Source: an optimization exercise on an open RTL-to-GDS flow (aim: small area). Production flows keep margins and buffers that such runs may drop.
The RTL was checked by simulation tests, not by an equivalence proof against the original design.

== build 39 ==
==> flow/design.v (excerpt) <==
module dac_output_conditioner
#(
  parameter int DAC_DATA_WIDTH = 14,
  parameter int IN_DATA_WIDTH  = 16,
  parameter int GAIN_WIDTH     = 16
) (
  input  logic                             aclk,
  input  logic                             rst,
  input  logic signed [IN_DATA_WIDTH-1:0]  in_a,
  input  logic signed [IN_DATA_WIDTH-1:0]  in_b,
  input  logic signed [GAIN_WIDTH-1:0]     gain_a,
  input  logic signed [GAIN_WIDTH-1:0]     gain_b,
  input  logic signed [DAC_DATA_WIDTH-1:0] offset_a,
  input  logic signed [DAC_DATA_WIDTH-1:0] offset_b,
  input  logic                             enable_a,
  input  logic                             enable_b,
  input  logic [dac_cond_pkg::ENV_W-1:0]   ramp_step,
  input  logic                             sat_clr,
  output logic signed [DAC_DATA_WIDTH-1:0] dat_a_o,
  output logic signed [DAC_DATA_WIDTH-1:0] dat_b_o,
  output logic [1:0]                       state_a,
  output logic [1:0]                       state_b,
  output logic [dac_cond_pkg::SAT_CNT_W-1:0] sat_cnt_a,
  output logic [dac_cond_pkg::SAT_CNT_W-1:0] sat_cnt_b
);
For scale: roughly 3,100 cells after synthesis, about 200 flip-flops, roughly 30,000 sq um of cells after synthesis.
==> flow/config.mk <==
export PLATFORM = sky130hd
export DESIGN_NAME = dac_output_conditioner
export DESIGN_NICKNAME = dac_output_conditioner
export VERILOG_FILES = /design/flow/design.v
export SDC_FILE = /design/flow/constraint.sdc
export NUM_CORES = 4
export LEC_CHECK = 0
export CAP_MARGIN = 20
export CORE_MARGIN = 2
export CORE_UTILIZATION = 40
export CTS_BUF_LIST = sky130_fd_sc_hd__clkbuf_4 sky130_fd_sc_hd__clkbuf_8
export GPL_TIMING_DRIVEN = 0
export PLACE_DENSITY = 0.75
export SLEW_MARGIN = 20
export SYNTH_HIERARCHICAL = 1
==> flow/constraint.sdc <==
create_clock -name core_clock -period 8.0 [get_ports {aclk}]
set_input_delay 1.6000 -clock core_clock [delete_from_list [all_inputs] [get_ports {aclk}]]
set_output_delay 1.6000 -clock core_clock [all_outputs]
set_load 0.01 [all_outputs]
run.sh (not shown) runs the stock make flow with config.mk's settings and CLKGATE_MAP_FILE= SYNTH_SCRIPT=/design/flow/synth_recipe.tcl, a recipe that flattens the netlist after the stock synthesis.
--- input diff build 39..build 67 ---
# build 39
export LEC_CHECK = 0
export CAP_MARGIN = 20
export CORE_MARGIN = 2
export CORE_UTILIZATION = 40
export CTS_BUF_LIST = sky130_fd_sc_hd__clkbuf_4 sky130_fd_sc_hd__clkbuf_8
export GPL_TIMING_DRIVEN = 0
export PLACE_DENSITY = 0.75
export SLEW_MARGIN = 20
export SYNTH_HIERARCHICAL = 1
create_clock -name core_clock -period 8.0 [get_ports {aclk}]
# build 67
export LEC_CHECK = 0
export CAP_MARGIN = 20
export CORE_MARGIN = 2
export CORE_UTILIZATION = 40
export CTS_BUF_LIST = sky130_fd_sc_hd__clkbuf_4 sky130_fd_sc_hd__clkbuf_8
export SLEW_MARGIN = 20
export SYNTH_HIERARCHICAL = 1
create_clock -name core_clock -period 8.0 [get_ports {aclk}]
[summary]
Looking at the reports, build 67 completed the entire flow and the layout it produced met the timing, design-rule and antenna checks. Diff build 67..build 39 | clock buffer and inverter area fraction after layout | negligible. Clock latency on the worst-skew pair of build 67 is on par with build 39. STATUS total detailed-routing wirelength: build 67 loses against build 39. Relative to build 39, the maximum number of pins on one net before global-route repair measured on build 67 has increased by more than 10%. ~same post-synthesis cell type count in build 39 and build 67. Compared to build 39, build 67 has required time at the worst-slack endpoint 0.06 ns lower.
Setup changes, build 67 to build 59
# build 67
export LEC_CHECK = 0
export CAP_MARGIN = 20
export CORE_MARGIN = 2
export CORE_UTILIZATION = 40
export CTS_BUF_LIST = sky130_fd_sc_hd__clkbuf_4 sky130_fd_sc_hd__clkbuf_8
export SLEW_MARGIN = 20
export SYNTH_HIERARCHICAL = 1
create_clock -name core_clock -period 8.0 [get_ports {aclk}]
# build 59
export LEC_CHECK = 0
export CAP_MARGIN = 5
export CORE_MARGIN = 2
export CORE_UTILIZATION = 40
export CTS_BUF_LIST = sky130_fd_sc_hd__clkbuf_4 sky130_fd_sc_hd__clkbuf_8
export GPL_TIMING_DRIVEN = 0
export SLEW_MARGIN = 5
export SYNTH_HIERARCHICAL = 1
create_clock -name core_clock -period 8.0 [get_ports {aclk}]
--- outcome ---
Pre-CTS setup slack on build 59 is down relative to build 67. NOTE initial DRC count build 67->build 59 decreased by more than 10%. Going from build 67 to build 59, share of post-route cells with drive strength above 1 -0.88 points; final count of pins violating max slew level. On build 59: fmax is 0.0029 GHz lower than what build 67 gave. Side by side, total number of vias turned out lower in build 59 than in build 67. Cmp build 67 and build 59 / largest fanout on the critical path / lower: build 67. The layout clock buffer count in build 59 sits 1 above the value recorded for build 67. Global-route wire length before repair: build 59 better than build 67.

==> re-timing with driven ports <==
The flow's constraints put no driver on any port. The routed layouts listed below were extracted and timed again, unchanged, in two steps.
Step 1 (the two cells are an assumption about what drives the block):
set clk [get_ports {aclk}]
set_driving_cell -lib_cell sky130_fd_sc_hd__clkbuf_16 $clk
set_driving_cell -lib_cell sky130_fd_sc_hd__buf_2 [delete_from_list [all_inputs] $clk]
Step 2 moves the port delays by t, midway between the first and last clock arrival at a register: inputs arrive t later, outputs are due t later. That takes back most of the time a late clock gives input paths.
Slacks: ideal ports / drivers / drivers and shift; pairs: ideal ports / drivers.
run	shift t [ns]	setup WS [ns]	worst data-port slew with drivers (ns)
build 39	0.534	0.366 / 0.388 / -0.146	0.13
build 67	0.550	0.462 / 0.462 / 0.039	0.14
build 59	0.550	0.295 / 0.321 / -0.230	0.14
Met with ideal ports but missed after step 2: setup timing in build 39 and build 59. The setup slack of build 59, which loses most, moves by +0.026 ns with the drivers and by -0.525 ns with both steps.
